From an optimization exercise on the open Yosys and OpenROAD flow, aimed at small area; shortcuts taken in it are not production practice. At most, simulation tests tie the RTL to the original design; equivalence was not proved. Only the layout flow was run in runs 1 and 2; the RTL was not checked for function there. Power and IR drop assume default switching activity.

### flow/flow/run.sh
#!/bin/bash
# Layout flow: the standard synthesis unchanged, then the standard
# ORFS layout with these changes:
#   - ports are buffered with the smallest buffer (buf_1) instead of the
#     default choice;
#   - clock tree synthesis inserts no dummy loads (clkload cells);
#   - after floorplan, combinational cells that synthesis upsized are set back
#     to their smallest drive strength (flip-flops are left as they are);
#     the later repair steps upsize again wherever slew, load or timing need it.
# Each step's full output goes to its own log file in this folder.
set -euo pipefail
here=$(pwd)
bash standard.sh synth > "$here/flow_synth.log" 2>&1
bash standard.sh \
  "BUFFER_PORTS_ARGS=-buffer_cell sky130_fd_sc_hd__buf_1" \
  "POST_FLOORPLAN_TCL=$here/flow/downsize.tcl" \
  "CTS_ARGS=-sink_clustering_enable -repair_clock_nets -sink_clustering_size 30 -sink_clustering_max_diameter 90 -dont_use_dummy_load" \
  finish > "$here/flow_layout.log" 2>&1
### flow/flow/downsize.tcl
# Set every combinational standard cell to the smallest drive strength of its
# family (same function and pins). Flip-flops keep the cell synthesis gave them.
set db [ord::get_db]
set block [[$db getChip] getBlock]
set n_swapped 0
set area_before 0.0
set area_after 0.0
foreach inst [$block getInsts] {
  set master [$inst getMaster]
  set name [$master getName]
  if {![regexp {^(sky130_fd_sc_hd__[a-z0-9]+)_([0-9]+)$} $name -> base size]} { continue }
  if {[regexp {df|dl|sdf|edf|tap|fill|decap|conb|clkbuf|clkinv|clkdly|dlygate|diode} $base]} { continue }
  set best ""
  set best_area 0
  foreach sz {0 1 2} {
    if {$sz >= $size} { break }
    set cand [$db findMaster "${base}_${sz}"]
    if {$cand eq "NULL" || $cand eq ""} { continue }
    set a [expr {[$cand getWidth] * [$cand getHeight]}]
    set cur [expr {[$master getWidth] * [$master getHeight]}]
    if {$a < $cur && ($best eq "" || $a <= $best_area)} {
      set best $cand
      set best_area $a
    }
  }
  if {$best ne ""} {
    set area_before [expr {$area_before + [$master getWidth] * [$master getHeight] / 1e6}]
    set area_after [expr {$area_after + $best_area / 1e6}]
    $inst swapMaster $best
    incr n_swapped
  }
}
puts "downsize: swapped $n_swapped instances, area $area_before -> $area_after um2"
### flow/standard.sh
#!/bin/bash
# synth_recipe.tcl (not shown) runs the flow's synth.tcl, then flattens the netlist and writes it again
# the make line also repeats each setting of config.mk as NAME=value (left out here)
make -C /OpenROAD-flow-scripts/flow DESIGN_CONFIG=/design/flow/config.mk WORK_HOME=/design/flow/orfs CLKGATE_MAP_FILE= SYNTH_SCRIPT=/design/flow/synth_recipe.tcl "${@:-finish}"
### flow/config.mk
export PLATFORM = sky130hd
export DESIGN_NAME = gpio_32_top
export DESIGN_NICKNAME = gpio_32_top
export VERILOG_FILES = /design/flow/design.v
export SDC_FILE = /design/flow/constraint.sdc
export NUM_CORES = 4
export LEC_CHECK = 0
export CAP_MARGIN = 10
export CORE_MARGIN = 2
export CORE_UTILIZATION = 70
export CTS_CLUSTER_DIAMETER = 90
export CTS_CLUSTER_SIZE = 30
export SLEW_MARGIN = 10
export SYNTH_HIERARCHICAL = 1
export SYNTH_MINIMUM_KEEP_SIZE = 0
### flow/constraint.sdc
create_clock -name core_clock -period 10.0 [get_ports {PCLK}]
set_input_delay 2.0000 -clock core_clock [delete_from_list [all_inputs] [get_ports {PCLK}]]
set_output_delay 2.0000 -clock core_clock [all_outputs]
set_load 0.01 [all_outputs]
### flow/design.v
package gpio_32_pkg;
  localparam int NUM_GPIO = 32;
  localparam int DB_CNT_W = 16;
  localparam logic [7:0] ADDR_GPIO_DIR     = 8'h00;
  localparam logic [7:0] ADDR_GPIO_OUT     = 8'h04;
  localparam logic [7:0] ADDR_GPIO_IN      = 8'h08;
  localparam logic [7:0] ADDR_INT_MASK     = 8'h0C;
  localparam logic [7:0] ADDR_INT_STATUS   = 8'h10;
  localparam logic [7:0] ADDR_INT_TYPE     = 8'h14;
  localparam logic [7:0] ADDR_INT_POLARITY = 8'h18;
  localparam logic [7:0] ADDR_DEBOUNCE_CFG = 8'h1C;
  function automatic logic addr_in_range(input logic [2:0] addr_hi);
    addr_in_range = (addr_hi == 3'b000);
  endfunction
endpackage
module gpio_g_nand (input logic a, b, output logic y);
  assign y = ~(a & b);
endmodule
module gpio_g_and (input logic a, b, output logic y);
  assign y = a & b;
endmodule
module gpio_g_nor3 (input logic a, b, c, output logic y);
  assign y = ~(a | b | c);
endmodule
module gpio_g_nor (input logic a, b, output logic y);
  assign y = ~(a | b);
endmodule
module gpio_g_xor_clr (input logic a, b, c, output logic y);
  assign y = ~(~(a ^ b) | c);
endmodule
module gpio_g_xnor (input logic a, b, output logic y);
  assign y = ~(a ^ b);
endmodule
module gpio_g_nand3 (input logic a, b, c, output logic y);
  assign y = ~(a & b & c);
endmodule
module gpio_g_a22oi (input logic a, b, c, d, output logic y);
  assign y = ~((a & b) | (c & d));
endmodule
module gpio_g_a222oi (input logic a, b, c, d, e, f, output logic y);
  assign y = ~((a & b) | (c & d) | (e & f));
endmodule
module gpio_g_xor (input logic a, b, output logic y);
  assign y = a ^ b;
endmodule
module gpio_g_or (input logic a, b, output logic y);
  assign y = a | b;
endmodule
module gpio_g_xnor_clr (input logic a, b, c, output logic y);
  assign y = ~((a ^ b) | c);
endmodule
module gpio_g_andn (input logic a, b, output logic y);
  assign y = ~a & b;
endmodule
module gpio_g_orn (input logic a, b, output logic y);
  assign y = ~a | b;
endmodule
module gpio_g_maj (input logic a, b, c, output logic y);
  assign y = (a & b) | (c & (a | b));
endmodule
module gpio_debounce
(
  input  logic                PCLK,
  input  logic                PRESETn,
  input  logic                sync_en,
  input  logic                pin_raw,
  input  logic                db_t0,
  input  logic [gpio_32_pkg::DB_CNT_W-1:0] db_nt,
  output logic                pin_stb,
  output logic                pin_nchg
);
  localparam int W = gpio_32_pkg::DB_CNT_W;
  logic          meta_r;
  logic          sync_r;
  logic          stb_r;
  logic [W-1:0]  cnt_r;    
  logic [W-1:0]  cnt_s;    
  logic [W-1:0]  cnt_d;
  logic [W:0]    ge_s;     
  logic [W-1:0]  cy_s;     
  logic          hit_s;
  logic          clr_s;
  logic          nflip_s;
  logic          nchg_r;
  assign ge_s[0] = 1'b1;
  gpio_g_nand u_ge0 (.a(cnt_r[0]), .b(db_t0), .y(ge_s[1]));   
  for (genvar i = 1; i < W; i++) begin : g_cmp
    gpio_g_maj u_maj (.a(cnt_s[i]), .b(ge_s[i]), .c(db_nt[i]), .y(ge_s[i+1]));
  end
  assign hit_s = ge_s[W];
  gpio_g_nor u_b0 (.a(cnt_r[0]), .b(clr_s), .y(cnt_d[0]));
  assign cnt_s = {cnt_r[W-1:1], ~cnt_r[0]};
  assign cy_s[0] = 1'b1;
  assign cy_s[1] = cnt_s[0];
  if (1) begin : g_b1
    logic nor_s;
    gpio_g_andn u_c (.a(cnt_r[0]), .b(cnt_r[1]), .y(cy_s[2]));
    gpio_g_andn u_o (.a(cnt_r[1]), .b(cnt_r[0]), .y(nor_s));
    gpio_g_nor3 u_d (.a(nor_s), .b(cy_s[2]), .c(clr_s), .y(cnt_d[1]));
  end
  for (genvar i = 2; i < W - 1; i++) begin : g_inc
    logic nor_s;
    gpio_g_and  u_c (.a(cnt_r[i]), .b(cy_s[i]), .y(cy_s[i+1]));
    gpio_g_nor  u_o (.a(cnt_r[i]), .b(cy_s[i]), .y(nor_s));
    gpio_g_nor3 u_d (.a(nor_s), .b(cy_s[i+1]), .c(clr_s), .y(cnt_d[i]));
  end
  gpio_g_xor_clr u_bw (.a(cnt_r[W-1]), .b(cy_s[W-1]), .c(clr_s), .y(cnt_d[W-1]));
  logic nsync_s;
  logic ndiff_s;
  logic stb_d;
  gpio_g_nand u_ns   (.a(sync_r), .b(sync_en), .y(nsync_s));
  gpio_g_xor  u_nd   (.a(nsync_s), .b(stb_r), .y(ndiff_s));
  gpio_g_or   u_clr  (.a(ndiff_s), .b(hit_s), .y(clr_s));
  gpio_g_orn  u_nflp (.a(hit_s), .b(ndiff_s), .y(nflip_s));
  gpio_g_xnor_clr u_stb (.a(stb_r), .b(nflip_s), .c(PRESETn), .y(stb_d));
  always_ff @(posedge PCLK) begin
    meta_r <= pin_raw;
    sync_r <= meta_r;
    stb_r  <= stb_d;
    nchg_r <= nflip_s;
    cnt_r  <= cnt_d;
  end
  assign pin_stb = stb_r;
  assign pin_nchg = nchg_r;
endmodule
module gpio_stat_bit
(
  input  logic st,
  input  logic in_lvl,
  input  logic in_nchg,
  input  logic pol,
  input  logic typ,
  input  logic wdat,
  input  logic wclr,
  input  logic rst,
  output logic st_d
);
  logic keep;
  logic lvl;
  logic edg;
  logic nst_d;
  gpio_g_nand  u_keep (.a(wdat), .b(wclr), .y(keep));
  gpio_g_xnor  u_lvl  (.a(in_lvl), .b(pol), .y(lvl));
  gpio_g_nand  u_edg  (.a(typ), .b(in_nchg), .y(edg));
  gpio_g_a22oi u_or   (.a(st), .b(keep), .c(lvl), .d(edg), .y(nst_d));
  gpio_g_nor   u_rst  (.a(nst_d), .b(rst), .y(st_d));
endmodule
module gpio_rd8
(
  input  logic [7:0] sel,
  input  logic [7:0] dat,
  output logic       y
);
  logic [2:0] part;
  gpio_g_a222oi u_p0 (.a(sel[0]), .b(dat[0]), .c(sel[1]), .d(dat[1]), .e(sel[2]), .f(dat[2]),
                      .y(part[0]));
  gpio_g_a222oi u_p1 (.a(sel[3]), .b(dat[3]), .c(sel[4]), .d(dat[4]), .e(sel[5]), .f(dat[5]),
                      .y(part[1]));
  gpio_g_a22oi  u_p2 (.a(sel[6]), .b(dat[6]), .c(sel[7]), .d(dat[7]), .y(part[2]));
  gpio_g_nand3  u_y  (.a(part[0]), .b(part[1]), .c(part[2]), .y(y));
endmodule
module gpio_rd7
(
  input  logic [6:0] sel,
  input  logic [6:0] dat,
  output logic       y
);
  assign y = |(sel & dat);
endmodule
module gpio_32_top
(
  input  logic                PCLK,
  input  logic                PRESETn,
  input  logic                PSEL,
  input  logic                PENABLE,
  input  logic                PWRITE,
  input  logic [7:0]          PADDR,
  input  logic [31:0]         PWDATA,
  output logic [31:0]         PRDATA,
  output logic                PREADY,
  output logic                PSLVERR,
  input  logic [gpio_32_pkg::NUM_GPIO-1:0] gpio_in_raw,
  output logic [gpio_32_pkg::NUM_GPIO-1:0] gpio_out,
  output logic [gpio_32_pkg::NUM_GPIO-1:0] gpio_oe,
  output logic                gpio_irq
);
  logic [31:0]         dir_r;
  logic [31:0]         out_r;
  logic [31:0]         mask_r;
  logic [31:0]         status_r;
  logic [31:0]         status_d;
  logic [31:0]         type_r;
  logic [31:0]         pol_r;
  logic [gpio_32_pkg::DB_CNT_W-1:0] db_cfg_r;
  logic [gpio_32_pkg::DB_CNT_W-1:0] db_nt_s;
  logic                rst_d1_r;
  logic                rst_d2_r;
  logic                sync_en_s;
  logic [31:0]         stb_s;
  logic [31:0]         nchg_s;
  logic [31:0]         wdata_s;
  logic [2:0]          idx_s;
  logic                in_range_s;
  logic                wr_en_s;
  logic                rd_en_s;
  logic [7:0]          sel_s;
  logic [7:0]          ld_s;
  logic [7:0]          rd_sel_s;
  assign idx_s      = PADDR[4:2];
  assign in_range_s = (PADDR[7:5] == 3'b000);
  assign wr_en_s    = PENABLE & PWRITE & in_range_s;
  assign rd_en_s    = PSEL & ~PWRITE & in_range_s;
  always_comb begin
    sel_s = 8'h00;
    sel_s[idx_s] = 1'b1;
  end
  assign ld_s     = {8{PRESETn}} | ({8{wr_en_s}} & sel_s);
  assign wdata_s  = PWDATA & {32{~PRESETn}};
  assign rd_sel_s = {8{rd_en_s}} & sel_s;
  always_ff @(posedge PCLK) begin
    rst_d1_r <= PRESETn;
    rst_d2_r <= rst_d1_r;
  end
  assign sync_en_s = ~(rst_d1_r | rst_d2_r);
  assign db_nt_s = ~db_cfg_r;
  for (genvar g = 0; g < gpio_32_pkg::NUM_GPIO; g++) begin : g_pin
    gpio_debounce u_db (
      .PCLK      (PCLK),
      .PRESETn   (PRESETn),
      .sync_en   (sync_en_s),
      .pin_raw   (gpio_in_raw[g]),
      .db_t0     (db_cfg_r[0]),
      .db_nt     (db_nt_s),
      .pin_stb   (stb_s[g]),
      .pin_nchg  (nchg_s[g])
    );
    gpio_stat_bit u_st (
      .st     (status_r[g]),
      .in_lvl (stb_s[g]),
      .in_nchg (nchg_s[g]),
      .pol    (pol_r[g]),
      .typ    (type_r[g]),
      .wdat   (PWDATA[g]),
      .wclr   (wr_en_s & sel_s[4]),
      .rst    (PRESETn),
      .st_d   (status_d[g])
    );
    if (g < gpio_32_pkg::DB_CNT_W) begin : g_rd8
      gpio_rd8 u_rd (
        .sel (rd_sel_s),
        .dat ({db_cfg_r[g % gpio_32_pkg::DB_CNT_W], pol_r[g], type_r[g], status_r[g],
               mask_r[g], stb_s[g], out_r[g], dir_r[g]}),
        .y   (PRDATA[g])
      );
    end else begin : g_rd7
      gpio_rd7 u_rd (
        .sel (rd_sel_s[6:0]),
        .dat ({pol_r[g], type_r[g], status_r[g], mask_r[g], stb_s[g], out_r[g], dir_r[g]}),
        .y   (PRDATA[g])
      );
    end
  end
  always_ff @(posedge PCLK) begin
    if (ld_s[0]) dir_r    <= wdata_s;
    if (ld_s[1]) out_r    <= wdata_s;
    if (ld_s[3]) mask_r   <= wdata_s;
    if (ld_s[5]) type_r   <= wdata_s;
    if (ld_s[6]) pol_r    <= wdata_s;
    if (ld_s[7]) db_cfg_r <= wdata_s[15:0];
    status_r <= status_d;
  end
  assign PREADY   = 1'b1;
  assign PSLVERR  = PSEL & PENABLE & ~in_range_s;
  assign gpio_out = out_r;
  assign gpio_oe  = dir_r;
  assign gpio_irq = |(status_r & mask_r);
endmodule
==> flow_metrics.tcl, run 1 <==
set metrics [dict create \
    outcome "complete, no violations" \
    drt-total-wl_um 87720 \
    tightestPinTransition_ns 1.200 \
    fin_setup_tns_ns 0 \
    worstPathRequired_ns 10.52 \
    wl_met1_um 37570 \
    placed_cells 4294 \
    report.final.slew_viol_count 0 \
    pwr-share-comb_pct 6.6 \
    dp_hpwl_um 56170 \
    final_area_um2 37590 \
    grt_max_degree 64 \
    drive_gt1_share_pct 2.366 \
    clkTransAtPathRegs_ns 0.11 \
    maxSlewHeadroom_pct 19.64 \
    timing.rr.start "db_cfg_r[0]" \
    cts_tree "yes" \
    finalHoldViolations 0 \
    largest_register "g_pin.u_db.cnt_r" \
    netlist_area_um2 38390 \
    critical_path_class "reg2reg" \
    critical_path.max_stage_delay_ns 0.70 \
    firstDrtPassIters 8 \
    hold_end "g_pin[21].u_db.sync_r" \
    antenna_left 0 \
    hold_class "reg2reg" \
    finalPower_mw 5.745 \
    rsz0062_at_grt "no" \
    highest_layer "met5" \
    critPathSlowestCell "edfxtp_1" \
    p_seq_share_pct 63.9 \
    hold_ws_ns 0.3250 \
    cpMostUsedCell "maj3_1" \
    wl_per_cell_um 20.25 \
    grt_pass1_vias 24600 \
    routed-wl-met2_um 41550 \
    syn2layout_area_growth_pct -2.086 \
    largest_reg_flops 512 \
    min_path_cells 0 \
    finalSetupViolCount 0 \
    core_area_um2 54030 \
    row_count 85 \
    period_minus_slack_ns 7.581 \
    layoutNonFillerInstCount 4331 \
    clock_skew_ns 0.05653 \
    cts.path.max_buffers 3 \
    clock_latency_ns 0.60 \
    r2r_end "g_pin[28].u_db.cnt_r[3]" \
    internal_power_mw 4.380 \
    holdBufCountCts 0 \
    r2r.worst_path.cells 19 \
    cp_max_fo 25 \
    die_area_um2 56730 \
    cts_resized 0 \
    place_area_um2 36660 \
    p_leak_nw 12.67 \
    crit_chain "buf_4, nand2_1, maj3_1, maj3_1, maj3_1, maj3_1, maj3_1, maj3_1, maj3_1, maj3_1, maj3_1, maj3_1, maj3_1, maj3_1, maj3_1, maj3_1, maj3_1, or2_1, nor3_1" \
    die_w_um 238.2 \
    hp-start "g_pin[21].u_db.meta_r" \
    nets 3717 \
    drtIter0Drc 1823 \
    htreeDepth 2 \
    drc 0 \
    pin_count 176 \
    power.switching_mw 1.365 \
    gr-usage-all-layers_pct 30.70 \
    overflow 0 \
    arrival_ns 8.11 \
    ir_drop_uv 135.2 \
    n_antenna_cell 0 \
    post-cts-setup-buffer-count 0 \
    num_vias 25560 \
    critPathLaunchType "flop" \
    clkPwrFrac_pct 29.5 \
    antenna_found_initial 1 \
    grt_pass1_wl_um 134900 \
    sw_frac_of_total_pct 23.76 \
    period_share_pct 75.81 \
    fmax_mhz 131.9 \
    die_h_um 238.2 \
    syn_inst 3398 \
    viasPerCell 5.902 \
    ys_warn_count 8 \
    numCtsBuffers 37 \
    cts-root-buf "clkbuf_16" \
    synth_nets 3478 \
    powerDensity_nw_per_um2 152.8 \
    gp_congestion 0.8221 \
    worstSetupEndpointType "flop" \
    dr_wl_met3_um 5992 \
    clkSinkCount 850 \
    start_util_pct 71.05 \
    r2r_setup_slack_ns 2.42 \
    avgSynthCellArea_um2 11.30 \
    portBuffers 172 \
    drv_cap 0 \
]
[layout make-up]
| class | instances | area [um^2] |
|---|---|---|
| multi-input combinational | 2526 | 16050 |
| fill | 4194 | 16440 |
| timing repair buffer | 205 | 897.1 |
| inverter | 17 | 63.81 |
| sequential | 850 | 18780 |
| clock buffer | 37 | 925.9 |
| tap | 696 | 870.8 |
[metal layers]
metal | GRT usage, % | up-vias
li1 | - | 12360
met5 | 0 | -
met3 | 4.408 | 155
met2 | 52.49 | 731
met4 | 10.13 | 2
met1 | 40.20 | 12310
[worst max-delay path, delay by kind of cell (launching register included)]
| kind | cells | cell delay, ns |
|---|---|---|
| AND/OR/NAND/NOR | 3 | 0.79 |
| flip-flops | 1 | 0.70 |
| buffers and inverters | 1 | 0.52 |
| adder cells (fa/ha/maj) | 15 | 5.48 |
[how the worst max path moves through the flow]
stage / startpoint / to / slack (ns)
detailed placement: db_cfg_r[0] / g_pin[30].u_db.cnt_r[9] / 2.50
CTS: db_cfg_r[0] / g_pin[28].u_db.cnt_r[9] / 2.46
global placement: db_cfg_r[0] / g_pin[24].u_db.cnt_r[1] / 2.60
global route: db_cfg_r[0] / g_pin[28].u_db.cnt_r[3] / 2.14
floorplan: PADDR[6] / PRDATA[0] / 2.71
finish: db_cfg_r[0] / g_pin[28].u_db.cnt_r[3] / 2.42
[power groups by stage]
stage | sequential, mW | clock, mW | combinational [mW]
after floorplan | 3.74 | 0 | 0.253
after global placement | 3.74 | 0 | 0.370
after detailed placement | 3.75 | 0 | 0.378
after CTS | 3.67 | 1.73 | 0.379
after global routing | 3.68 | 1.85 | 0.404
final | 3.67 | 1.69 | 0.381
[layout by cell type, fill, tap and decap left out, drive strengths merged]
master	count
nor3b	3
conb	1
and2	417
xor2	64
nor2b	87
o21ai	1
or4	1
nand3b	1
and2b	10
o21bai	3
nand2b	33
xnor2	65
or2	32
nor2	554
a21o	3
and3	1
or3	1
nand4	4
mux2i	1
maj3	480
nor3	452
clkbuf	38
clkinv	1
inv	16
ha	3
a22oi	96
nand3	34
a222oi	48
buf	204
nand2	131
dfxtp	674
edfxtp	176
[per-stage QoR]
stage	utilization [%]	worst slack (ns)
3_5_place_dp	67.86	2.499
6_report	69.57	2.419
4_1_cts	69.57	2.461
2_1_floorplan	-	2.715
3_3_place_gp	67.86	2.602
5_1_grt	69.57	2.139
==> run 2, diff against run 1 <==
--- a/flow/design.v
+++ b/flow/design.v
@@ -105,5 +105,9 @@
     gpio_g_nor3 u_d (.a(nor_s), .b(cy_s[i+1]), .c(clr_s), .y(cnt_d[i]));
   end
-  gpio_g_xor_clr u_bw (.a(cnt_r[W-1]), .b(cy_s[W-1]), .c(clr_s), .y(cnt_d[W-1]));
+  if (1) begin : g_bw
+    logic nor_s;
+    gpio_g_nor u_o (.a(cnt_r[W-1]), .b(cy_s[W-1]), .y(nor_s));
+    gpio_g_nor u_d (.a(nor_s), .b(clr_s), .y(cnt_d[W-1]));
+  end
   logic nsync_s;
   logic ndiff_s;
==> flow_metrics.tcl, run 2 <==
set metrics [dict create \
    outcome "complete, no violations" \
    clkTransAtPathRegs_ns 0.11 \
    cpMostUsedCell "maj3_1" \
    cts.path.max_buffers 3 \
    pin_count 176 \
    portBuffers 172 \
    worstSetupEndpointType "flop" \
    htreeDepth 2 \
    die_w_um 237.7 \
    nets 3716 \
    drv_cap 0 \
    worstPathRequired_ns 10.49 \
    finalHoldViolations 0 \
    cts-root-buf "clkbuf_16" \
    overflow 0 \
    ys_warn_count 8 \
    drt-total-wl_um 89580 \
    finalSetupViolCount 0 \
    clock_skew_ns 0.03346 \
    largest_register "g_pin.u_db.cnt_r" \
    start_util_pct 70.90 \
    power.switching_mw 1.363 \
    min_path_cells 0 \
    drive_gt1_share_pct 2.339 \
    n_antenna_cell 0 \
    cts_resized 0 \
    crit_chain "buf_4, nand2_1, maj3_1, maj3_1, maj3_1, maj3_1, maj3_1, maj3_1, maj3_1, maj3_1, maj3_1, maj3_1, maj3_1, maj3_1, maj3_1, maj3_1, maj3_1, or2_1, nor3_1" \
    die_area_um2 56500 \
    place_area_um2 36500 \
    numCtsBuffers 36 \
    grt_max_degree 62 \
    post-cts-setup-buffer-count 0 \
    final_cell_mix "dfxtp_1, nor2_1, maj3_1" \
    sw_frac_of_total_pct 23.80 \
    final_common_cell "dfxtp_1" \
    cts_tree "yes" \
    wl_per_cell_um 20.69 \
    r2r_end "g_pin[7].u_db.cnt_r[13]" \
    firstDrtPassIters 6 \
    row_count 85 \
    layoutNonFillerInstCount 4330 \
    tightestPinTransition_ns 0.9731 \
    dp_hpwl_um 56080 \
    powerDensity_nw_per_um2 153.1 \
    final_area_um2 37400 \
    pwr-share-comb_pct 6.7 \
    cp_max_fo 23 \
    critical_path_class "reg2reg" \
    r2r.worst_path.cells 19 \
    critPathSlowestCell "edfxtp_1" \
    die_h_um 237.7 \
    critPathLaunchType "flop" \
    grt_pass1_wl_um 136300 \
    avgSynthCellArea_um2 11.25 \
    internal_power_mw 4.364 \
    critical_path.max_stage_delay_ns 0.72 \
    antenna_left 0 \
    clkPwrFrac_pct 29.2 \
    hold_end "g_pin[11].u_db.sync_r" \
    drtIter0Drc 2090 \
    num_vias 25600 \
    drc 0 \
    syn_inst 3398 \
    p_leak_nw 12.65 \
    largest_reg_flops 512 \
    fillCellCount 4134 \
    core_area_um2 53920 \
    gp_congestion 0.8010 \
    clock_latency_ns 0.60 \
    syn2layout_area_growth_pct -2.160 \
    netlist_area_um2 38230 \
    period_minus_slack_ns 7.549 \
    holdBufCountCts 0 \
    arrival_ns 8.04 \
    crit_family "adder cells" \
    maxSlewHeadroom_pct 35.12 \
    placed_cells 4294 \
    fmax_mhz 132.5 \
    report.final.slew_viol_count 0 \
    p_seq_share_pct 64.1 \
    grt_pass1_vias 24660 \
    rsz0062_at_grt "no" \
    antenna_found_initial 0 \
    synth_nets 3478 \
    fin_setup_tns_ns 0 \
    r2r_setup_slack_ns 2.45 \
    worst-path-buf-inv 1 \
    period_share_pct 75.49 \
    viasPerCell 5.912 \
    timing.rr.start "db_cfg_r[0]" \
    hold_class "reg2reg" \
    ir_drop_uv 157.7 \
    hp-start "g_pin[11].u_db.meta_r" \
    clkSinkCount 850 \
    gr-usage-all-layers_pct 31.33 \
]
[run 2: final cells by class]
class                           count  area (um^2)  share of cell area [%]
Tap cell                          696        870.8                   2.328
Timing Repair Buffer              205        897.1                   2.399
Inverter                           17        63.81                  0.1706
Clock buffer                       36        900.9                   2.409
Multi-Input combinational cell   2526        15890                   42.49
Sequential cell                   850        18780                   50.21
[run 2: metal layers]
layer | track usage, % | wire (um)
met1 | 40.07 | 36990
met2 | 54.39 | 43140
met3 | 4.680 | 6762
met4 | 10.54 | 2684
met5 | 0 | 0
[run 2: power groups by stage]
stage / registers, mW / clock network [mW] / logic, mW
after global routing: 3.68 / 1.81 / 0.408
final: 3.67 / 1.67 / 0.384
after global placement: 3.74 / 0 / 0.374
after floorplan: 3.74 / 0 / 0.253
after CTS: 3.67 / 1.70 / 0.382
after detailed placement: 3.75 / 0 / 0.381
[run 2: worst max path at each step]
| stage | slack (ns) | endpoint | depth (start not counted) | start |
|---|---|---|---|---|
| floorplan | 2.71 | PRDATA[0] | 5 | PADDR[6] |
| global placement | 2.64 | g_pin[30].u_db.cnt_r[1] | 19 | db_cfg_r[0] |
| CTS | 2.43 | g_pin[7].u_db.cnt_r[13] | 19 | db_cfg_r[0] |
| global route | 2.14 | g_pin[7].u_db.cnt_r[13] | 19 | db_cfg_r[0] |
| finish | 2.45 | g_pin[7].u_db.cnt_r[13] | 19 | db_cfg_r[0] |
| detailed placement | 2.48 | g_pin[11].u_db.cnt_r[14] | 19 | db_cfg_r[0] |
[run 2: stage by stage]
stage | worst slack (ns) | power, mW | utilization (%) | hold WS (ns)
finish | 2.451 | 5.726 | 69.37 | 0.3273
global route | 2.140 | 5.900 | 69.37 | 0.3301
CTS | 2.425 | 5.756 | 69.37 | 0.3275
detailed placement | 2.478 | 4.129 | 67.69 | 0.3121
global placement | 2.638 | 4.116 | 67.69 | 0.3102
floorplan | 2.715 | 3.996 | - | 0.3096
==> run 3, diff against run 2 <==
--- a/flow/design.v
+++ b/flow/design.v
@@ -26,7 +26,4 @@
   assign y = ~(a | b);
 endmodule
-module gpio_g_xor_clr (input logic a, b, c, output logic y);
-  assign y = ~(~(a ^ b) | c);
-endmodule
 module gpio_g_xnor (input logic a, b, output logic y);
   assign y = ~(a ^ b);
@@ -41,10 +38,4 @@
   assign y = ~((a & b) | (c & d) | (e & f));
 endmodule
-module gpio_g_xor (input logic a, b, output logic y);
-  assign y = a ^ b;
-endmodule
-module gpio_g_or (input logic a, b, output logic y);
-  assign y = a | b;
-endmodule
 module gpio_g_xnor_clr (input logic a, b, c, output logic y);
   assign y = ~((a ^ b) | c);
@@ -53,6 +44,9 @@
   assign y = ~a & b;
 endmodule
-module gpio_g_orn (input logic a, b, output logic y);
-  assign y = ~a | b;
+module gpio_g_or3 (input logic a, b, c, output logic y);
+  assign y = a | b | c;
+endmodule
+module gpio_g_or3n (input logic a, b, c, output logic y);
+  assign y = a | b | ~c;
 endmodule
 module gpio_g_maj (input logic a, b, c, output logic y);
@@ -63,5 +57,5 @@
   input  logic                PCLK,
   input  logic                PRESETn,
-  input  logic                sync_en,
+  input  logic                sync_dis,
   input  logic                pin_raw,
   input  logic                db_t0,
@@ -110,11 +104,9 @@
     gpio_g_nor u_d (.a(nor_s), .b(clr_s), .y(cnt_d[W-1]));
   end
-  logic nsync_s;
   logic ndiff_s;
   logic stb_d;
-  gpio_g_nand u_ns   (.a(sync_r), .b(sync_en), .y(nsync_s));
-  gpio_g_xor  u_nd   (.a(nsync_s), .b(stb_r), .y(ndiff_s));
-  gpio_g_or   u_clr  (.a(ndiff_s), .b(hit_s), .y(clr_s));
-  gpio_g_orn  u_nflp (.a(hit_s), .b(ndiff_s), .y(nflip_s));
+  gpio_g_xnor u_nd   (.a(sync_r), .b(stb_r), .y(ndiff_s));
+  gpio_g_or3  u_clr  (.a(ndiff_s), .b(hit_s), .c(sync_dis), .y(clr_s));
+  gpio_g_or3n u_nflp (.a(ndiff_s), .b(sync_dis), .c(hit_s), .y(nflip_s));
   gpio_g_xnor_clr u_stb (.a(stb_r), .b(nflip_s), .c(PRESETn), .y(stb_d));
   always_ff @(posedge PCLK) begin
@@ -200,5 +192,5 @@
   logic                rst_d1_r;
   logic                rst_d2_r;
-  logic                sync_en_s;
+  logic                sync_dis_s;
   logic [31:0]         stb_s;
   logic [31:0]         nchg_s;
@@ -226,5 +218,5 @@
     rst_d2_r <= rst_d1_r;
   end
-  assign sync_en_s = ~(rst_d1_r | rst_d2_r);
+  assign sync_dis_s = rst_d1_r | rst_d2_r;
   assign db_nt_s = ~db_cfg_r;
   for (genvar g = 0; g < gpio_32_pkg::NUM_GPIO; g++) begin : g_pin
@@ -232,5 +224,5 @@
       .PCLK      (PCLK),
       .PRESETn   (PRESETn),
-      .sync_en   (sync_en_s),
+      .sync_dis  (sync_dis_s),
       .pin_raw   (gpio_in_raw[g]),
       .db_t0     (db_cfg_r[0]),
--- a/flow/config.mk
+++ b/flow/config.mk
@@ -8,5 +8,5 @@
 export CAP_MARGIN = 10
 export CORE_MARGIN = 2
-export CORE_UTILIZATION = 70
+export CORE_UTILIZATION = 75
 export CTS_CLUSTER_DIAMETER = 90
 export CTS_CLUSTER_SIZE = 30
==> flow_metrics.tcl, run 3 <==
set metrics [dict create \
    row_count 82 \
    cp_max_fo 17 \
    portBuffers 172 \
    critical_path.max_stage_delay_ns 1.12 \
    die_w_um 229.7 \
    largest_reg_flops 512 \
    cts.path.max_buffers 3 \
    clock_skew_ns 0.03434 \
    critPathSlowestCell "edfxtp_1" \
    firstDrtPassIters 6 \
    drt-total-wl_um 84850 \
    ys_warn_count 8 \
    clock_latency_ns 0.60 \
    min_path_cells 0 \
    cpMostUsedCell "maj3_1" \
    r2r_setup_slack_ns 1.83 \
    final_cell_mix "dfxtp_1, nor2_1, maj3_1" \
    worstPathRequired_ns 10.48 \
    numCtsBuffers 35 \
    dp_hpwl_um 53830 \
    overflow 0 \
    post-cts-setup-buffer-count 0 \
    avgSynthCellArea_um2 11.35 \
    syn_inst 3366 \
    r2r.worst_path.cells 19 \
    antenna_left 0 \
    grt_pass1_vias 24950 \
    p_leak_nw 12.53 \
    pin_count 176 \
    report.final.slew_viol_count 0 \
    drc 0 \
    cts-root-buf "clkbuf_16" \
    finalHoldViolations 0 \
    cts_tree "yes" \
    finalSetupViolCount 0 \
    period_share_pct 81.70 \
    outcome "complete, no violations" \
    synth_nets 3446 \
    grt_max_degree 65 \
    r2r_end "g_pin[6].u_db.cnt_r[12]" \
    num_vias 25710 \
    period_minus_slack_ns 8.170 \
    hold_end "g_pin[15].u_db.sync_r" \
    largest_register "g_pin.u_db.cnt_r" \
    cts_resized 0 \
    antenna_found_initial 5 \
    drtIter0Drc 2043 \
    ir_drop_uv 122.9 \
    holdBufCountCts 0 \
    fmax_mhz 122.4 \
    rsz0062_at_grt "no" \
    die_area_um2 52740 \
    die_h_um 229.7 \
    tightestPinTransition_ns 1.143 \
    worst-path-buf-inv 1 \
    htreeDepth 2 \
    netlist_area_um2 38190 \
    start_util_pct 76.12 \
    powerDensity_nw_per_um2 152.0 \
    clkTransAtPathRegs_ns 0.10 \
    place_area_um2 36460 \
    arrival_ns 8.66 \
    critical_path_class "reg2reg" \
    nets 3687 \
    fillCellCount 3582 \
    hold_class "reg2reg" \
    gr-usage-all-layers_pct 31.80 \
    fin_setup_tns_ns 0 \
    final_area_um2 37340 \
    wl_per_cell_um 19.83 \
    syn2layout_area_growth_pct -2.225 \
    fin_util_pct 74.43 \
    final_common_cell "dfxtp_1" \
    maxSlewHeadroom_pct 23.77 \
    critPathLaunchType "flop" \
    drv_cap 0 \
    crit_family "adder cells" \
    grt_pass1_wl_um 131600 \
    clkSinkCount 850 \
    core_area_um2 50170 \
    worstSetupEndpointType "flop" \
    drive_gt1_share_pct 2.441 \
    timing.rr.start "db_cfg_r[0]" \
    crit_chain "buf_4, nand2_1, maj3_1, maj3_1, maj3_1, maj3_1, maj3_1, maj3_1, maj3_1, maj3_1, maj3_1, maj3_1, maj3_1, maj3_1, maj3_1, maj3_1, maj3_1, or3_1, nor3_1" \
    viasPerCell 6.008 \
    hp-start "g_pin[15].u_db.meta_r" \
    gp_congestion 0.8126 \
]
==> run 3: cell count changes in the layout (fill, tap and decap cells not counted), sizes merged, moves of 31 or more <==
cell / change
nand2: -32
nand2b: -32
or3: +32
or3b: +32
xnor2: +32
xor2: -32
or2: -31
==> run 3: metrics by stage <==
step	hold slack [ns]	instances	setup slack [ns]	total power, mW
floorplan	0.3096	3366	2.715	3.996
global placement	0.3095	4241	2.146	4.097
detailed placement	0.3121	4242	1.919	4.114
CTS	0.3347	4277	1.862	5.702
global route	0.3373	4277	1.563	5.848
finish	0.3334	4279	1.830	5.677
==> run 3: worst max-delay path by stage <==
stage,end,startpoint,cells past startpoint,slack (ns)
detailed placement,g_pin[29].u_db.cnt_r[5],db_cfg_r[0],19,1.92
floorplan,PRDATA[0],PADDR[6],5,2.71
global route,g_pin[6].u_db.cnt_r[12],db_cfg_r[0],19,1.56
CTS,g_pin[6].u_db.cnt_r[12],db_cfg_r[0],19,1.86
global placement,g_pin[4].u_db.cnt_r[8],db_cfg_r[0],19,2.15
finish,g_pin[6].u_db.cnt_r[12],db_cfg_r[0],19,1.83
==> run 3: area by class of cell <==
cell class | instances | area [um^2] | area share, %
antenna | 2 | 5.005 | 0.01340
clock buffer | 35 | 875.8 | 2.346
inverter | 17 | 63.81 | 0.1709
multi-input combinational | 2494 | 15850 | 42.44
sequential | 850 | 18780 | 50.29
tap | 672 | 840.8 | 2.252
timing repair buffer | 209 | 930.9 | 2.493
==> run 3: power breakdown <==
| part | internal [mW] | switching (mW) |
|---|---|---|
| logic | 0.110 | 0.261 |
| clock network | 0.636 | 0.999 |
| registers | 3.60 | 0.0699 |
| total | 4.35 | 1.33 |
==> run 3: layer usage <==
layer	GRT usage, %	vias to the layer above	wire length (um)
li1	-	12350	-
met1	39.70	12300	34260
met2	55.22	864	41050
met3	5.593	188	6530
met4	11.81	8	2945
met5	0	-	57
==> run 4, diff against run 3 <==
--- a/flow/config.mk
+++ b/flow/config.mk
@@ -8,5 +8,5 @@
 export CAP_MARGIN = 10
 export CORE_MARGIN = 2
-export CORE_UTILIZATION = 75
+export CORE_UTILIZATION = 70
 export CTS_CLUSTER_DIAMETER = 90
 export CTS_CLUSTER_SIZE = 30
==> flow_metrics.tcl, run 4 <==
set metrics [dict create \
    period_minus_slack_ns 7.454 \
    die_w_um 237.6 \
    wl_met1_um 36830 \
    synth_nets 3446 \
    numCtsBuffers 36 \
    maxSlewHeadroom_pct 38.69 \
    portBuffers 172 \
    hold_class "reg2reg" \
    finalHoldViolations 0 \
    start_util_pct 70.83 \
    layoutNonFillerInstCount 4301 \
    nets 3687 \
    outcome "complete, no violations" \
    worstPathRequired_ns 10.49 \
    ys_warn_count 8 \
    die_h_um 237.6 \
    report.final.slew_viol_count 0 \
    cts_tree "yes" \
    overflow 0 \
    clock_latency_ns 0.60 \
    dp_hpwl_um 56300 \
    tightestPinTransition_ns 0.9172 \
    cts_resized 0 \
    wl_per_cell_um 20.29 \
    gr-usage-all-layers_pct 30.58 \
    largest_register "g_pin.u_db.cnt_r" \
    finalSetupViolCount 0 \
    firstDrtPassIters 8 \
    post-cts-setup-buffer-count 0 \
    syn_inst 3366 \
    dr_wl_met3_um 6039 \
    core_area_um2 53920 \
    fin_setup_tns_ns 0 \
    drtIter0Drc 1945 \
    syn2layout_area_growth_pct -2.123 \
    cp_max_fo 32 \
    ir_drop_uv 125.0 \
    grt_pass1_wl_um 133900 \
    grt_max_degree 65 \
    fmax_mhz 134.2 \
    p_leak_nw 12.53 \
    antenna_left 0 \
    num_vias 25670 \
    netlist_area_um2 38190 \
    cts-root-buf "clkbuf_16" \
    cts.path.max_buffers 3 \
    powerDensity_nw_per_um2 152.7 \
    largest_reg_flops 512 \
    routed-wl-met2_um 41750 \
    critPathLaunchType "flop" \
    holdBufCountCts 0 \
    n_antenna_cell 0 \
    drive_gt1_share_pct 2.441 \
    pin_count 176 \
    drv_cap 0 \
    finalPower_mw 5.709 \
    final_cell_mix "dfxtp_1, nor2_1, maj3_1" \
    avgSynthCellArea_um2 11.35 \
    arrival_ns 7.94 \
    highest_layer "met4" \
    final_common_cell "dfxtp_1" \
    critical_path_class "reg2reg" \
    worstSetupEndpointType "flop" \
    grt_pass1_vias 24690 \
    fillCellCount 4151 \
    drc 0 \
    die_area_um2 56440 \
    viasPerCell 5.968 \
    antenna_found_initial 0 \
    placed_cells 4265 \
    htreeDepth 2 \
    period_share_pct 74.54 \
    clkSinkCount 850 \
    row_count 85 \
    clkTransAtPathRegs_ns 0.10 \
    drt-total-wl_um 87280 \
    gp_congestion 0.8218 \
    clock_skew_ns 0.04220 \
    rsz0062_at_grt "no" \
]
[run 4: cell count changes in the layout (fill, tap and decap cells not counted)]
cell	change
clkbuf_16	+1
diode_2	-2
buf_6	-1
inv_1	-1
clkinv_1	+1
[run 4: metrics by stage]
stage | setup WS (ns) | hold WS, ns | area, um^2 | util (%)
after floorplan | 2.715 | 0.3096 | 38190 | -
after global placement | 2.717 | 0.3099 | 36480 | 67.65
after detailed placement | 2.606 | 0.3128 | 36480 | 67.65
after CTS | 2.529 | 0.3298 | 37380 | 69.32
after global routing | 2.259 | 0.3401 | 37380 | 69.32
final | 2.546 | 0.3273 | 37380 | 69.32
[run 4: power breakdown]
| group | total [mW] | internal (mW) | switching, mW |
|---|---|---|---|
| logic | 0.381 | 0.110 | 0.272 |
| registers | 3.67 | 3.60 | 0.0688 |
| clock network | 1.66 | 0.653 | 1.01 |
| total | 5.71 | 4.36 | 1.35 |
[run 4: worst paths after layout]
kind	from	endpoint	slack, ns	cells past startpoint
min	g_pin[28].u_db.meta_r	g_pin[28].u_db.sync_r	0.33	0
max reg2reg	db_cfg_r[0]	g_pin[11].u_db.cnt_r[12]	2.55	19
max	db_cfg_r[0]	g_pin[11].u_db.cnt_r[12]	2.55	19
min reg2reg	g_pin[28].u_db.meta_r	g_pin[28].u_db.sync_r	0.33	0
[run 4: layout make-up]
cell class                      count  area (um^2)  share of cell area [%]
Clock buffer                       36        900.9                   2.410
Tap cell                          696        870.8                   2.330
Multi-Input combinational cell   2494        15850                   42.39
Inverter                           17        63.81                  0.1707
Timing Repair Buffer              208        919.6                   2.460
Sequential cell                   850        18780                   50.24
[run 4: worst max-delay path, stage by stage (launching register included)]
cell and delay (ns):
edfxtp_1 0.36, buf_4 0.53, nand2_1 0.11, maj3_1 0.38
maj3_1 0.36, maj3_1 0.36, maj3_1 0.36, maj3_1 0.35
maj3_1 0.35, maj3_1 0.35, maj3_1 0.36, maj3_1 0.37
maj3_1 0.36, maj3_1 0.36, maj3_1 0.36, maj3_1 0.36
maj3_1 0.36, maj3_1 0.40, or3_1 0.62, nor3_1 0.26
[run 4: layer usage]
layer	vias to the layer above	track usage (%)
li1	12330	-
met1	12360	39.99
met2	808	52.28
met3	171	4.483
met4	0	10.10
met5	-	0
==> run 5, diff against run 4 <==
--- a/flow/flow/run.sh
+++ b/flow/flow/run.sh
@@ -15,4 +15,4 @@
   "BUFFER_PORTS_ARGS=-buffer_cell sky130_fd_sc_hd__buf_1" \
   "POST_FLOORPLAN_TCL=$here/flow/downsize.tcl" \
-  "CTS_ARGS=-sink_clustering_enable -repair_clock_nets -sink_clustering_size 30 -sink_clustering_max_diameter 90 -dont_use_dummy_load" \
+  "CTS_ARGS=-sink_clustering_enable -repair_clock_nets -sink_clustering_size 32 -sink_clustering_max_diameter 90 -dont_use_dummy_load" \
   finish > "$here/flow_layout.log" 2>&1
==> flow_metrics.tcl, run 5 <==
set metrics [dict create \
    p_leak_nw 12.53 \
    use_met1_pct 39.99 \
    gp_congestion 0.8218 \
    clkTransAtPathRegs_ns 0.11 \
    fmax_mhz 134.0 \
    worstSetupEndpointType "flop" \
    syn_inst 3366 \
    overflow 0 \
    start_util_pct 70.83 \
    drc 0 \
    num_vias 25670 \
    period_minus_slack_ns 7.463 \
    grt_max_degree 65 \
    tightestPinTransition_ns 0.8983 \
    antenna_left 0 \
    hold_ws_ns 0.2644 \
    fin_setup_tns_ns 0 \
    rsz0062_at_grt "no" \
    grt_util_met2_pct 52.79 \
    syn2layout_area_growth_pct -2.123 \
    critical_path_class "reg2reg" \
    die_area_um2 56440 \
    avgSynthCellArea_um2 11.35 \
    power.switching_mw 1.347 \
    p_seq_share_pct 64.3 \
    cts.path.max_buffers 3 \
    r2r_setup_slack_ns 2.54 \
    viasPerCell 5.967 \
    post-cts-setup-buffer-count 0 \
    die_w_um 237.6 \
    final_cell_mix "dfxtp_1, nor2_1, maj3_1" \
    powerDensity_nw_per_um2 152.8 \
    hold_class "reg2reg" \
    report.final.slew_viol_count 0 \
    drv_cap 0 \
    nets 3687 \
    outcome "complete, no violations" \
    period_share_pct 74.63 \
    row_count 85 \
    numCtsBuffers 36 \
    antenna_found_initial 0 \
    n_antenna_cell 0 \
    netlist_area_um2 38190 \
    finalHoldViolations 0 \
    largest_register "g_pin.u_db.cnt_r" \
    internal_power_mw 4.363 \
    pin_count 176 \
    grt_pass1_vias 24630 \
    clock_skew_ns 0.07141 \
    wl_per_cell_um 20.35 \
    clkSinkCount 850 \
    finalSetupViolCount 0 \
    grt_pass1_wl_um 133800 \
    fin_util_pct 69.32 \
    critPathLaunchType "flop" \
    clock_latency_ns 0.60 \
    drt-total-wl_um 87540 \
    clkPwrFrac_pct 29.0 \
    cts_resized 0 \
    die_h_um 237.6 \
    core_area_um2 53920 \
    gr-usage-all-layers_pct 30.56 \
    ir_drop_uv 146.0 \
    use_met3_pct 4.088 \
    busiest_layer "met2" \
    dp_hpwl_um 56300 \
    synth_nets 3446 \
    portBuffers 172 \
    maxSlewHeadroom_pct 39.95 \
    ys_warn_count 8 \
    holdBufCountCts 0 \
    cp_max_fo 32 \
    cts-root-buf "clkbuf_16" \
    final_common_cell "dfxtp_1" \
    arrival_ns 7.95 \
    cts_tree "yes" \
    worstPathRequired_ns 10.49 \
    firstDrtPassIters 8 \
    sw_frac_of_total_pct 23.58 \
    pwr-share-comb_pct 6.7 \
    htreeDepth 2 \
    drive_gt1_share_pct 2.441 \
    drtIter0Drc 2131 \
    largest_reg_flops 512 \
]
[run 5: worst max-delay path: stages (launching register included)]
cell and delay, ns:
edfxtp_1 0.37, buf_4 0.54, nand2_1 0.11, maj3_1 0.38, maj3_1 0.36, maj3_1 0.36
maj3_1 0.36, maj3_1 0.35, maj3_1 0.35, maj3_1 0.35, maj3_1 0.36, maj3_1 0.36
maj3_1 0.36, maj3_1 0.36, maj3_1 0.36, maj3_1 0.36, maj3_1 0.36, maj3_1 0.40
or3_1 0.63, nor3_1 0.26
[run 5: through the flow]
| stage | area, um^2 | setup slack, ns | std cells | power (mW) |
|---|---|---|---|---|
| after detailed placement | 36480 | 2.606 | 4265 | 4.125 |
| after global placement | 36480 | 2.717 | 4265 | 4.111 |
| after global routing | 37380 | 2.264 | 4301 | 5.889 |
| after floorplan | 38190 | 2.715 | 3366 | 3.996 |
| after CTS | 37380 | 2.528 | 4301 | 5.741 |
| final | 37380 | 2.537 | 4301 | 5.710 |
[run 5: path summary, 6_finish.rpt]
kind	endpoint	from	cells after the start
hold reg to reg	g_pin[19].u_db.sync_r	g_pin[19].u_db.meta_r	0
hold / removal	g_pin[19].u_db.sync_r	g_pin[19].u_db.meta_r	0
setup / recovery	g_pin[11].u_db.cnt_r[12]	db_cfg_r[0]	19
setup reg to reg	g_pin[11].u_db.cnt_r[12]	db_cfg_r[0]	19
[run 5: final cells by class]
| type | instances | area, um^2 |
|---|---|---|
| Fill cell | 4161 | 16540 |
| Inverter | 17 | 63.81 |
| Timing Repair Buffer | 208 | 919.6 |
| Tap cell | 696 | 870.8 |
| Multi-Input combinational cell | 2494 | 15850 |
| Sequential cell | 850 | 18780 |
| Clock buffer | 36 | 900.9 |
[run 5: metal layers]
layer / vias to the layer above / routed length [um]
met3: 150 / 6175
li1: 12340 / -
met1: 12370 / 36900
met4: 0 / 2307
met5: - / 0
met2: 812 / 42150
[run 5: power groups by stage]
| stage | sequential [mW] | clock (mW) | combinational [mW] |
|---|---|---|---|
| after floorplan | 3.74 | 0 | 0.253 |
| after global placement | 3.74 | 0 | 0.370 |
| after detailed placement | 3.75 | 0 | 0.378 |
| after CTS | 3.67 | 1.69 | 0.379 |
| after global routing | 3.68 | 1.81 | 0.403 |
| final | 3.67 | 1.66 | 0.381 |
==> run 6, diff against run 5 <==
--- a/flow/flow/run.sh
+++ b/flow/flow/run.sh
@@ -15,4 +15,4 @@
   "BUFFER_PORTS_ARGS=-buffer_cell sky130_fd_sc_hd__buf_1" \
   "POST_FLOORPLAN_TCL=$here/flow/downsize.tcl" \
-  "CTS_ARGS=-sink_clustering_enable -repair_clock_nets -sink_clustering_size 32 -sink_clustering_max_diameter 90 -dont_use_dummy_load" \
+  "CTS_ARGS=-sink_clustering_enable -repair_clock_nets -sink_clustering_size 30 -sink_clustering_max_diameter 110 -dont_use_dummy_load" \
   finish > "$here/flow_layout.log" 2>&1
==> flow_metrics.tcl, run 6 <==
set metrics [dict create \
    outcome "complete, no violations" \
    cts_tree "yes" \
    final_common_cell "dfxtp_1" \
    layoutNonFillerInstCount 4299 \
    firstDrtPassIters 9 \
    finalSetupViolCount 0 \
    nets 3685 \
    period_share_pct 74.63 \
    worstPathRequired_ns 10.50 \
    portBuffers 172 \
    internal_power_mw 4.331 \
    grt_pass1_vias 24680 \
    cp_max_fo 32 \
    crit_family "adder cells" \
    htreeDepth 2 \
    worst-path-buf-inv 1 \
    finalPower_mw 5.685 \
    critical_path.max_stage_delay_ns 0.62 \
    gr-usage-all-layers_pct 30.58 \
    avgSynthCellArea_um2 11.35 \
    p_seq_share_pct 64.6 \
    syn2layout_area_growth_pct -2.254 \
    drtIter0Drc 1962 \
    start_util_pct 70.83 \
    netlist_area_um2 38190 \
    holdBufCountCts 0 \
    final_cell_mix "dfxtp_1, nor2_1, maj3_1" \
    row_count 85 \
    report.final.slew_viol_count 0 \
    critPathLaunch "db_cfg_r[0]" \
    grt_max_degree 65 \
    dp_hpwl_um 56300 \
    worstSetupEndpointType "flop" \
    pwr-share-comb_pct 6.7 \
    placed_cells 4265 \
    final_area_um2 37330 \
    arrival_ns 7.96 \
    synth_nets 3446 \
    wl_per_cell_um 20.32 \
    clock_latency_ns 0.60 \
    clkSinkCount 850 \
    p_leak_nw 12.51 \
    cts.path.max_buffers 3 \
    drv_cap 0 \
    critPathSlowestCell "or3_1" \
    syn_inst 3366 \
    numCtsBuffers 34 \
    crit_chain "buf_4, nand2_1, maj3_1, maj3_1, maj3_1, maj3_1, maj3_1, maj3_1, maj3_1, maj3_1, maj3_1, maj3_1, maj3_1, maj3_1, maj3_1, maj3_1, maj3_1, or3_1, nor3_1" \
    hp-start "g_pin[28].u_db.meta_r" \
    antenna_found_initial 0 \
    critPathLaunchType "flop" \
    pin_count 176 \
    fin_setup_tns_ns 0 \
    core_area_um2 53920 \
    powerDensity_nw_per_um2 152.3 \
    largest_reg_flops 512 \
    n_antenna_cell 0 \
    tightestPinTransition_ns 0.8898 \
    die_w_um 237.6 \
    post-cts-setup-buffer-count 0 \
    grt_pass1_wl_um 133900 \
    cpMostUsedCell "maj3_1" \
    clkPwrFrac_pct 28.7 \
    worst_slack_ns 2.537 \
    dp_slack_ns 2.606 \
    drive_gt1_share_pct 2.387 \
    overflow 0 \
    ir_drop_uv 144.2 \
    place_area_um2 36480 \
    antenna_left 0 \
    rsz0062_at_grt "no" \
    power.switching_mw 1.354 \
    viasPerCell 5.988 \
    cts_resized 0 \
    drt-total-wl_um 87380 \
    hold_class "reg2reg" \
    period_minus_slack_ns 7.463 \
    fmax_mhz 134.0 \
    gp_congestion 0.8218 \
    maxSlewHeadroom_pct 40.52 \
    fin_util_pct 69.23 \
    die_area_um2 56440 \
    cts-root-buf "clkbuf_16" \
    clock_skew_ns 0.05198 \
    critical_path_class "reg2reg" \
    clkTransAtPathRegs_ns 0.11 \
    hold_ws_ns 0.3351 \
    drc 0 \
    timing.rr.start "db_cfg_r[0]" \
    sw_frac_of_total_pct 23.82 \
    largest_register "g_pin.u_db.cnt_r" \
    num_vias 25740 \
    ys_warn_count 8 \
    die_h_um 237.6 \
    r2r_setup_slack_ns 2.54 \
    finalHoldViolations 0 \
]
[run 6: area by class of cell]
| class | instances | area [um^2] |
|---|---|---|
| Fill cell | 4163 | 16590 |
| Tap cell | 696 | 870.8 |
| Sequential cell | 850 | 18780 |
| Multi-Input combinational cell | 2494 | 15850 |
| Clock buffer | 34 | 850.8 |
| Timing Repair Buffer | 208 | 919.6 |
| Inverter | 17 | 63.81 |
[run 6: power by group through the flow]
stage	logic (mW)	clock network [mW]	registers, mW
CTS	0.379	1.66	3.67
finish	0.380	1.63	3.67
floorplan	0.253	0	3.74
global placement	0.370	0	3.74
global route	0.403	1.78	3.68
detailed placement	0.378	0	3.75
[run 6: path summary, 6_finish.rpt]
kind	depth (start not counted)	end
setup / recovery	19	g_pin[24].u_db.cnt_r[7]
hold / removal	0	g_pin[28].u_db.sync_r
setup reg to reg	19	g_pin[24].u_db.cnt_r[7]
hold reg to reg	0	g_pin[28].u_db.sync_r
[run 6: routing by layer]
metal  routed length [um]  part of all wire (%)  global-route usage (%)
met1                36590                    42                   39.85
met2                41510                    48                   51.90
met3                 6238                   7.1                   4.680
met4                 3045                   3.5                   10.96
met5                    0                     0                       0
==> run 7, diff against run 6 <==
--- a/flow/flow/run.sh
+++ b/flow/flow/run.sh
@@ -4,5 +4,6 @@
 #   - ports are buffered with the smallest buffer (buf_1) instead of the
 #     default choice;
-#   - clock tree synthesis inserts no dummy loads (clkload cells);
+#   - clock tree synthesis groups up to 30 flip-flops within 90 um per leaf
+#     buffer and inserts no dummy loads (clkload cells);
 #   - after floorplan, combinational cells that synthesis upsized are set back
 #     to their smallest drive strength (flip-flops are left as they are);
@@ -15,4 +16,4 @@
   "BUFFER_PORTS_ARGS=-buffer_cell sky130_fd_sc_hd__buf_1" \
   "POST_FLOORPLAN_TCL=$here/flow/downsize.tcl" \
-  "CTS_ARGS=-sink_clustering_enable -repair_clock_nets -sink_clustering_size 30 -sink_clustering_max_diameter 110 -dont_use_dummy_load" \
+  "CTS_ARGS=-sink_clustering_enable -repair_clock_nets -sink_clustering_size 30 -sink_clustering_max_diameter 90 -dont_use_dummy_load" \
   finish > "$here/flow_layout.log" 2>&1
==> flow_metrics.tcl, run 7 <==
set metrics [dict create \
    ys_warn_count 8 \
    die_area_um2 56440 \
    netlist_area_um2 38190 \
    fmax_mhz 134.2 \
    grt_pass1_vias 24690 \
    gr-usage-all-layers_pct 30.58 \
    portBuffers 172 \
    gp_congestion 0.8218 \
    num_vias 25670 \
    avgSynthCellArea_um2 11.35 \
    syn_inst 3366 \
    placed_cells 4265 \
    maxSlewHeadroom_pct 38.69 \
    grt_max_degree 65 \
    nets 3687 \
    synth_nets 3446 \
    cp_max_fo 32 \
    final_common_cell "dfxtp_1" \
    worstSetupEndpointType "flop" \
    tightestPinTransition_ns 0.9172 \
    firstDrtPassIters 8 \
    layoutNonFillerInstCount 4301 \
    period_share_pct 74.54 \
    hold_class "reg2reg" \
    dp_hpwl_um 56300 \
    die_w_um 237.6 \
    drv_cap 0 \
    place_area_um2 36480 \
    clkTransAtPathRegs_ns 0.10 \
    hold_ws_ns 0.3273 \
    critical_path_class "reg2reg" \
    largest_reg_flops 512 \
    fin_setup_tns_ns 0 \
    cts.path.max_buffers 3 \
    arrival_ns 7.94 \
    rsz0062_at_grt "no" \
    core_area_um2 53920 \
    dp_slack_ns 2.606 \
    grt_pass1_wl_um 133900 \
    n_antenna_cell 0 \
    overflow 0 \
    drtIter0Drc 1945 \
    finalHoldViolations 0 \
    die_h_um 237.6 \
    viasPerCell 5.968 \
    fillCellCount 4151 \
    clock_skew_ns 0.04220 \
    start_util_pct 70.83 \
    period_minus_slack_ns 7.454 \
    critPathLaunchType "flop" \
    holdBufCountCts 0 \
    p_leak_nw 12.53 \
    post-cts-setup-buffer-count 0 \
    cts-root-buf "clkbuf_16" \
    pin_count 176 \
    syn2layout_area_growth_pct -2.123 \
    finalSetupViolCount 0 \
    report.final.slew_viol_count 0 \
    largest_register "g_pin.u_db.cnt_r" \
    drc 0 \
    powerDensity_nw_per_um2 152.7 \
    clock_latency_ns 0.60 \
    wl_per_cell_um 20.29 \
    htreeDepth 2 \
    antenna_left 0 \
    finalPower_mw 5.709 \
    cts_resized 0 \
    final_area_um2 37380 \
    fin_util_pct 69.32 \
    antenna_found_initial 0 \
    numCtsBuffers 36 \
    cts_tree "yes" \
    outcome "complete, no violations" \
    drt-total-wl_um 87280 \
    final_cell_mix "dfxtp_1, nor2_1, maj3_1" \
    row_count 85 \
    drive_gt1_share_pct 2.441 \
    worstPathRequired_ns 10.49 \
    ir_drop_uv 125.0 \
    worst_slack_ns 2.546 \
    clkSinkCount 850 \
]
## run 7: metal layers
metal | vias up | global-route usage [%] | wire length (um)
met5 | - | 0 | 0
met4 | 0 | 10.10 | 2662
met3 | 171 | 4.483 | 6039
met2 | 808 | 52.28 | 41750
met1 | 12360 | 39.99 | 36830
li1 | 12330 | - | -
## run 7: worst max-delay path: stages (launching register included)
cell and delay, ns:
edfxtp_1 0.36, buf_4 0.53, nand2_1 0.11, maj3_1 0.38, maj3_1 0.36, maj3_1 0.36, maj3_1 0.36, maj3_1 0.35
maj3_1 0.35, maj3_1 0.35, maj3_1 0.36, maj3_1 0.37, maj3_1 0.36, maj3_1 0.36, maj3_1 0.36, maj3_1 0.36
maj3_1 0.36, maj3_1 0.40, or3_1 0.62, nor3_1 0.26
## run 7: cell type report
type                       count  area [um^2]  share of cell area [%]
sequential                   850        18780                   50.24
multi-input combinational   2494        15850                   42.39
timing repair buffer         208        919.6                   2.460
clock buffer                  36        900.9                   2.410
tap                          696        870.8                   2.330
inverter                      17        63.81                  0.1707
## run 7: final timing paths
path | start | endpoint | slack, ns | cells past startpoint
max | db_cfg_r[0] | g_pin[11].u_db.cnt_r[12] | 2.55 | 19
max reg2reg | db_cfg_r[0] | g_pin[11].u_db.cnt_r[12] | 2.55 | 19
min reg2reg | g_pin[28].u_db.meta_r | g_pin[28].u_db.sync_r | 0.33 | 0
min | g_pin[28].u_db.meta_r | g_pin[28].u_db.sync_r | 0.33 | 0
## run 7: power breakdown
part,leakage (nW),switching (mW),internal [mW]
combinational,4.92,0.272,0.110
sequential,7.17,0.0688,3.60
clock,0.444,1.01,0.653

[re-timing with driven ports]
In the flow no input, the clock included, has a driving cell. The finished layouts below were timed again as built, in two steps.
Step 1 assumes that a clkbuf_16 drives the clock port and a buf_2 every other input.
Step 2 adds t to the input delays and takes it off the output delays; t is the mean of the earliest and latest rising clock arrival at the registers after step 1. Input paths then give back, and output paths get back, about the clock's delay inside the block.
Slacks: no drivers / after step 1 / after step 2; pairs: no drivers / after step 1.
run	t (ns)	slack for setup (ns)	worst hold slack (ns)	latest minus earliest clock arrival (ns)	worst register clock-pin slew, ns
run 1	0.637	2.419 / 2.419 / 2.419	0.325 / 0.325 / 0.325	0.060 / 0.061	0.11 / 0.11
run 2	0.649	2.451 / 2.451 / 2.451	0.327 / 0.327 / 0.327	0.033 / 0.034	0.11 / 0.11
run 3	0.647	1.830 / 1.830 / 1.830	0.333 / 0.333 / 0.333	0.036 / 0.036	0.11 / 0.11
run 4	0.639	2.546 / 2.546 / 2.546	0.327 / 0.327 / 0.327	0.043 / 0.043	0.11 / 0.11
run 5	0.623	2.537 / 2.537 / 2.537	0.264 / 0.264 / 0.264	0.072 / 0.072	0.12 / 0.12
run 6	0.637	2.537 / 2.537 / 2.537	0.335 / 0.335 / 0.335	0.053 / 0.053	0.12 / 0.12
run 7	0.639	2.546 / 2.546 / 2.546	0.327 / 0.327 / 0.327	0.043 / 0.043	0.11 / 0.11
After both steps every run listed still meets setup and hold.
